Source: an optimization exercise on an open RTL-to-GDS flow (aim: small area, a short achievable clock period and few clock cycles). Production flows keep margins and buffers that such runs may drop. No activity file was given, so power comes from the tool's default toggle rates.

== rev 12 ==
==> flow/design.v <==
package pool_pkg;
    typedef logic [31:0] word_t;
    typedef logic [7:0] dim_t;
    typedef logic [1:0] ksize_t;
    typedef enum logic {
        POOL_MAX = 1'b0,   
        POOL_SUM = 1'b1    
    } pool_mode_e;
    typedef enum logic [1:0] {
        OP_CONF = 2'd0,
        OP_DEST = 2'd1,
        OP_RUN  = 2'd2
    } cmd_op_e;
    typedef enum logic [1:0] {
        ST_IDLE,
        ST_RUN,
        ST_DRAIN
    } ctrl_state_e;
    localparam int CONF_KSIZE_LSB  = 0;
    localparam int CONF_STRIDE_LSB = 2;
    localparam int CONF_MODE_BIT   = 4;
    localparam int CONF_WIDTH_LSB  = 8;
    localparam int CONF_HEIGHT_LSB = 16;
endpackage
module pool_accel (
    input  logic        clk,
    input  logic        rst,
    input  logic        cmd_valid_i,
    input  logic [1:0]  cmd_op_i,
    input  logic [31:0] cmd_rj_i,
    input  logic [31:0] cmd_rk_i,
    output logic        rsp_valid_o,
    output logic        wb_cyc_o,
    output logic        wb_stb_o,
    output logic        wb_we_o,
    output logic [31:0] wb_adr_o,
    output logic [31:0] wb_dat_o,
    input  logic [31:0] wb_dat_i,
    input  logic        wb_ack_i
);
    logic [31:0] src_q;
    logic [31:0] dst_q;
    logic [7:0]  w_q;
    logic [7:0]  h_q;
    logic [1:0]  k_q;       
    logic [1:0]  s_q;       
    logic        mode_q;    
    logic        busy_q;
    logic        rsp_q;
    logic        cmd_acc;
    logic        conf_acc;
    logic        dest_acc;
    logic        run_acc;
    logic        fits;
    assign cmd_acc  = cmd_valid_i && !busy_q;
    assign conf_acc = cmd_acc && (cmd_op_i == 2'd0);
    assign dest_acc = cmd_acc && (cmd_op_i == 2'd1);
    assign run_acc  = cmd_acc && (cmd_op_i == 2'd2);
    assign fits     = ({6'd0, k_q} <= w_q) && ({6'd0, k_q} <= h_q);
    always_ff @(posedge clk) begin
        if (conf_acc) begin
            src_q  <= cmd_rj_i;
            k_q    <= (cmd_rk_i[1:0] == 2'd0) ? 2'd1 : cmd_rk_i[1:0];
            s_q    <= (cmd_rk_i[3:2] == 2'd0) ? 2'd1 : cmd_rk_i[3:2];
            mode_q <= cmd_rk_i[4];
            w_q    <= cmd_rk_i[15:8];
            h_q    <= cmd_rk_i[23:16];
        end
        if (dest_acc) begin
            dst_q <= cmd_rj_i;
        end
    end
    logic        k1;
    logic        k3;
    logic [12:0] w4;        
    logic [12:0] km1w4;     
    logic [12:0] sw4;       
    logic [1:0]  jump;      
    assign k1    = (k_q == 2'd1);
    assign k3    = (k_q == 2'd3);
    assign w4    = {3'd0, w_q, 2'd0};
    assign km1w4 = k3 ? {2'd0, w_q, 3'd0} : (k1 ? 13'd0 : w4);
    assign sw4   = (s_q[1] ? {2'd0, w_q, 3'd0} : 13'd0) + (s_q[0] ? w4 : 13'd0);
    assign jump  = (s_q > k_q) ? (s_q - k_q + 2'd1) : 2'd1;
    logic [1:0]  i_q;
    logic [7:0]  c_q;
    logic [1:0]  cnt_q;
    logic [7:0]  y_q;
    logic        rdone_q;    
    logic [12:0] dlt_q;      
    logic        i_end;
    logic        nxt_cpl;
    logic        x_fits;
    logic        y_fits;
    logic [1:0]  cstep;
    logic [12:0] dlt_nxt;
    assign i_end   = (i_q == k_q - 2'd1);
    assign nxt_cpl = i_end && (cnt_q == 2'd0);
    assign x_fits  = ({1'b0, c_q} + {7'd0, s_q} + 9'd1) <= {1'b0, w_q};
    assign y_fits  = ({1'b0, y_q} + {7'd0, s_q} + {7'd0, k_q}) <= {1'b0, h_q};
    assign cstep   = (cnt_q == 2'd0) ? jump : 2'd1;
    always_comb begin
        if (!i_end) begin
            dlt_nxt = w4;
        end else if (cnt_q != 2'd0 || x_fits) begin
            dlt_nxt = {9'd0, cstep, 2'd0} - km1w4;
        end else begin
            dlt_nxt = sw4 - km1w4 - {3'd0, c_q, 2'd0};
        end
    end
    logic        stb_q;
    logic        we_q;
    logic [31:0] adr_q;
    logic [31:0] oth_q;
    logic        t_first_q;  
    logic        t_last_q;
    logic        t_cpl_q;
    logic        pend_q;     
    logic        wq_q;       
    logic [31:0] d_q;
    logic        dv_q;
    logic        d_first_q;
    logic        d_last_q;
    logic        d_cpl_q;
    logic [31:0] acc_q;      
    logic        cv_q;       
    logic        c_cpl_q;    
    logic [31:0] c1_q;       
    logic [31:0] p2_q;       
    logic [31:0] res_q;
    logic        bnd;
    logic        go_w;
    logic        go_r;
    logic        swap;
    logic        fin;
    logic [31:0] adr_sum;
    assign bnd     = busy_q && (!stb_q || wb_ack_i);
    assign go_w    = wq_q || (cv_q && c_cpl_q);
    assign go_r    = !go_w && !rdone_q && (!nxt_cpl || !pend_q || (stb_q && we_q));
    assign swap    = go_w || we_q;
    assign fin     = busy_q && rdone_q && stb_q && we_q && wb_ack_i;
    assign adr_sum = adr_q + (we_q ? 32'd4 : {{19{dlt_q[12]}}, dlt_q});
    logic        adv_q;
    always_ff @(posedge clk) begin
        if (rst) begin
            busy_q  <= 1'b0;
            rsp_q   <= 1'b0;
            stb_q   <= 1'b0;
            pend_q  <= 1'b0;
            wq_q    <= 1'b0;
            rdone_q <= 1'b1;
            adv_q   <= 1'b0;
        end else begin
            rsp_q <= conf_acc || dest_acc || (run_acc && !fits) || fin;
            adv_q <= bnd && go_r;
            if (run_acc && fits) begin
                busy_q  <= 1'b1;
                rdone_q <= 1'b0;
                pend_q  <= 1'b0;
                wq_q    <= 1'b0;
            end
            if (fin) begin
                busy_q <= 1'b0;
            end
            if (cv_q && c_cpl_q) begin
                wq_q <= 1'b1;
            end
            if (stb_q && we_q && wb_ack_i) begin
                pend_q <= 1'b0;
            end
            if (adv_q && nxt_cpl) begin
                pend_q <= 1'b1;
                if (!x_fits && !y_fits) begin
                    rdone_q <= 1'b1;
                end
            end
            if (bnd) begin
                stb_q <= go_w || go_r;
                if (go_w) begin
                    wq_q <= 1'b0;
                end
            end
        end
    end
    always_ff @(posedge clk) begin
        if (run_acc) begin
            adr_q <= src_q;
            oth_q <= dst_q;
            we_q  <= 1'b0;
        end else if (bnd && (go_w || go_r)) begin
            we_q  <= go_w;
            adr_q <= swap ? oth_q : adr_sum;
            if (swap) begin
                oth_q <= adr_sum;
            end
            if (go_r) begin
                t_first_q <= (i_q == 2'd0);
                t_last_q  <= i_end;
                t_cpl_q   <= nxt_cpl;
            end
        end
    end
    always_ff @(posedge clk) begin
        if (run_acc) begin
            dlt_q <= '0;
            i_q   <= '0;
            c_q   <= '0;
            cnt_q <= k_q - 2'd1;
            y_q   <= '0;
        end else if (adv_q) begin
            dlt_q <= dlt_nxt;
            if (!i_end) begin
                i_q <= i_q + 2'd1;
            end else begin
                i_q <= '0;
                if (cnt_q != 2'd0) begin
                    cnt_q <= cnt_q - 2'd1;
                    c_q   <= c_q + 8'd1;
                end else if (x_fits) begin
                    cnt_q <= (s_q > k_q) ? k_q - 2'd1 : s_q - 2'd1;
                    c_q   <= c_q + {6'd0, jump};
                end else begin
                    cnt_q <= k_q - 2'd1;
                    c_q   <= '0;
                    y_q   <= y_q + {6'd0, s_q};
                end
            end
        end
    end
    logic        wb_p2_q;    
    logic [31:0] x_q;
    logic [32:0] ut;
    logic [31:0] u;
    logic        nx_a;
    logic        nx_p2;
    logic        nx_c1;
    assign nx_a  = stb_q && !we_q && wb_ack_i && !t_first_q;
    assign nx_p2 = dv_q && d_last_q && d_cpl_q && k3;
    assign nx_c1 = (dv_q && d_last_q && (d_cpl_q ? !k1 && !k3 : k3)) || (cv_q && c_cpl_q && k3);
    assign ut    = {x_q[31], x_q} + ({acc_q[31], acc_q} ^ {33{!mode_q}}) + {32'd0, !mode_q};
    assign u     = mode_q ? ut[31:0] : (ut[32] ? acc_q : x_q);
    always_ff @(posedge clk) begin
        d_q       <= wb_dat_i;
        d_first_q <= t_first_q;
        d_last_q  <= t_last_q;
        d_cpl_q   <= t_cpl_q;
        c_cpl_q   <= d_cpl_q;
        if (nx_a) begin
            x_q <= wb_dat_i;
        end else if (nx_p2) begin
            x_q <= p2_q;
        end else if (nx_c1) begin
            x_q <= c1_q;
        end else begin
            x_q <= {!mode_q, 31'd0};
        end
        if (rst) begin
            dv_q    <= 1'b0;
            cv_q    <= 1'b0;
            wb_p2_q <= 1'b0;
        end else begin
            dv_q    <= stb_q && !we_q && wb_ack_i;
            cv_q    <= dv_q && d_last_q;
            wb_p2_q <= (dv_q && d_last_q && !d_cpl_q && k3) || (cv_q && c_cpl_q && k3);
        end
    end
    always_ff @(posedge clk) begin
        if (dv_q) begin
            acc_q <= d_first_q ? d_q : u;
        end
        if (wb_p2_q) begin
            p2_q <= u;
        end
        if (wb_p2_q || (cv_q && !k3)) begin
            c1_q <= acc_q;
        end
        if (cv_q && c_cpl_q) begin
            res_q <= u;
        end
    end
    assign rsp_valid_o = rsp_q;
    assign wb_cyc_o    = stb_q;
    assign wb_stb_o    = stb_q;
    assign wb_we_o     = we_q;
    assign wb_adr_o    = adr_q;
    assign wb_dat_o    = res_q;
endmodule
clock: 10.0 ns
lec_check: 0
cap_margin: 20
core_margin: 2
core_utilization: 40
slew_margin: 20
standard.sh (not shown) runs the stock make flow with config.mk's settings and CLKGATE_MAP_FILE= SYNTH_SCRIPT=/design/flow/synth_recipe.tcl, a recipe that flattens the netlist after the stock synthesis.
==> flow/flow/run.sh <==
#!/bin/bash
# The standard layout, with the port buffers made of plain buffers and a
# larger setup margin for the timing repair.
set -euo pipefail
export BUFFER_PORTS_ARGS="-buffer_cell sky130_fd_sc_hd__buf_1"
bash standard.sh SETUP_SLACK_MARGIN=6.5 finish > layout.log 2>&1
Rev 12 was carried through to the last stage, and its layout satisfied the timing, DRC and antenna checks.
Setup changes, rev 12 to rev 13
diff --git a/flow/design.v b/flow/design.v
--- a/flow/design.v
+++ b/flow/design.v
@@ -225,50 +225,61 @@
                     y_q   <= y_q + {6'd0, s_q};
                 end
             end
         end
     end
+    logic [31:0] x_q;
+    logic        f_q;        
+    logic        f_last_q;
+    logic        f_cpl_q;
     logic        wb_p2_q;    
-    logic [31:0] x_q;
+    logic        col_done;   
+    logic        col_cpl;
+    logic [31:0] ident;
+    logic [31:0] yv;
     logic [32:0] ut;
     logic [31:0] u;
-    logic        nx_a;
-    logic        nx_p2;
-    logic        nx_c1;
-    assign nx_a  = stb_q && !we_q && wb_ack_i && !t_first_q;
-    assign nx_p2 = dv_q && d_last_q && d_cpl_q && k3;
-    assign nx_c1 = (dv_q && d_last_q && (d_cpl_q ? !k1 && !k3 : k3)) || (cv_q && c_cpl_q && k3);
-    assign ut    = {x_q[31], x_q} + ({acc_q[31], acc_q} ^ {33{!mode_q}}) + {32'd0, !mode_q};
-    assign u     = mode_q ? ut[31:0] : (ut[32] ? acc_q : x_q);
+    assign ident    = {!mode_q, 31'd0};
+    assign yv       = f_q ? ident : acc_q;
+    assign ut       = {x_q[31], x_q} + ({yv[31], yv} ^ {33{!mode_q}}) + {32'd0, !mode_q};
+    assign u        = mode_q ? ut[31:0] : (ut[32] ? yv : x_q);
+    assign col_done = (dv_q && !d_first_q && d_last_q) || (f_q && f_last_q);
+    assign col_cpl  = f_q ? f_cpl_q : d_cpl_q;
     always_ff @(posedge clk) begin
         d_q       <= wb_dat_i;
         d_first_q <= t_first_q;
         d_last_q  <= t_last_q;
         d_cpl_q   <= t_cpl_q;
-        c_cpl_q   <= d_cpl_q;
-        if (nx_a) begin
+        f_last_q  <= d_last_q;
+        f_cpl_q   <= d_cpl_q;
+        c_cpl_q   <= col_cpl;
+        if (stb_q && !we_q && wb_ack_i && !t_first_q) begin
             x_q <= wb_dat_i;
-        end else if (nx_p2) begin
+        end else if (dv_q && d_first_q) begin
+            x_q <= d_q;
+        end else if (col_done && col_cpl && k3) begin
             x_q <= p2_q;
-        end else if (nx_c1) begin
+        end else if ((col_done && (col_cpl ? !k1 : k3)) || (cv_q && c_cpl_q && k3)) begin
             x_q <= c1_q;
         end else begin
-            x_q <= {!mode_q, 31'd0};
+            x_q <= ident;
         end
         if (rst) begin
             dv_q    <= 1'b0;
+            f_q     <= 1'b0;
             cv_q    <= 1'b0;
             wb_p2_q <= 1'b0;
         end else begin
             dv_q    <= stb_q && !we_q && wb_ack_i;
-            cv_q    <= dv_q && d_last_q;
-            wb_p2_q <= (dv_q && d_last_q && !d_cpl_q && k3) || (cv_q && c_cpl_q && k3);
-        end
-    end
-    always_ff @(posedge clk) begin
-        if (dv_q) begin
-            acc_q <= d_first_q ? d_q : u;
+            f_q     <= dv_q && d_first_q;
+            cv_q    <= col_done;
+            wb_p2_q <= k3 && ((col_done && !col_cpl) || (cv_q && c_cpl_q));
+        end
+    end
+    always_ff @(posedge clk) begin
+        if ((dv_q && !d_first_q) || f_q) begin
+            acc_q <= u;
         end
         if (wb_p2_q) begin
             p2_q <= u;
         end
         if (wb_p2_q || (cv_q && !k3)) begin
==> comparison <==
Rev 13 vs. rev 12: multi-input logic area has increased, share of cell area taken by flip-flops and latches has remained practically unchanged. Against rev 12, rev 13 reports a count of cells along the worst register-to-register path that is higher. On rev 13: portion of netlist area occupied by mux cells is 0.71 points lower than what rev 12 gave. Count of sequential standard cells (rev 13 vs. rev 12) increases slightly. Rev 12 → rev 13: number of cells in the finished layout apart from fillers went up, post-route minimum period has remained practically unchanged, portion of the layout cell area used by clock cells +0.19 points, fill cell instance count of the final layout higher, post-CTS repair timing setup buffer count fell by 38. The higher proportion of power drawn by the clock network of rev 13 and rev 12 is in rev 12. The post-placement setup slack in rev 13 sits 520 ps above the value recorded for rev 12. Going from rev 12 to rev 13, the sequential group share of total power was found to have gone down by 1.0 points.
No functional check of the RTL was part of any run of this note.

==> static timing again, ports no longer ideal <==
The flow's constraints put no driver on any port. The routed layouts listed below were extracted and timed again, unchanged, in two steps. Step 1: set_driving_cell puts a clkbuf_16 on clk and a buf_2 on each other input, an assumption about the parent block. Step 2, shift: input delay + t, output delay - t, t = (earliest + latest rising clock arrival at the registers) / 2. This alone moves slack from input paths to output paths. Three values: no drivers, after step 1, after step 2; two values: the first two.
run	shift t [ns]	slack for setup (ns)	slew at the worst register clock pin (ns)	worst slew at a driven data input, ns	pins driven straight from the clock port
rev 12	0.627	6.152 / 6.152 / 6.131	0.07 / 0.07	0.09	1
rev 13	0.629	6.152 / 6.152 / 5.988	0.06 / 0.06	0.10	1
After both steps setup and hold are still met in every run listed. For rev 13, which loses most, drivers alone change the setup slack by 0.000 ns; drivers and shift together by -0.164 ns.
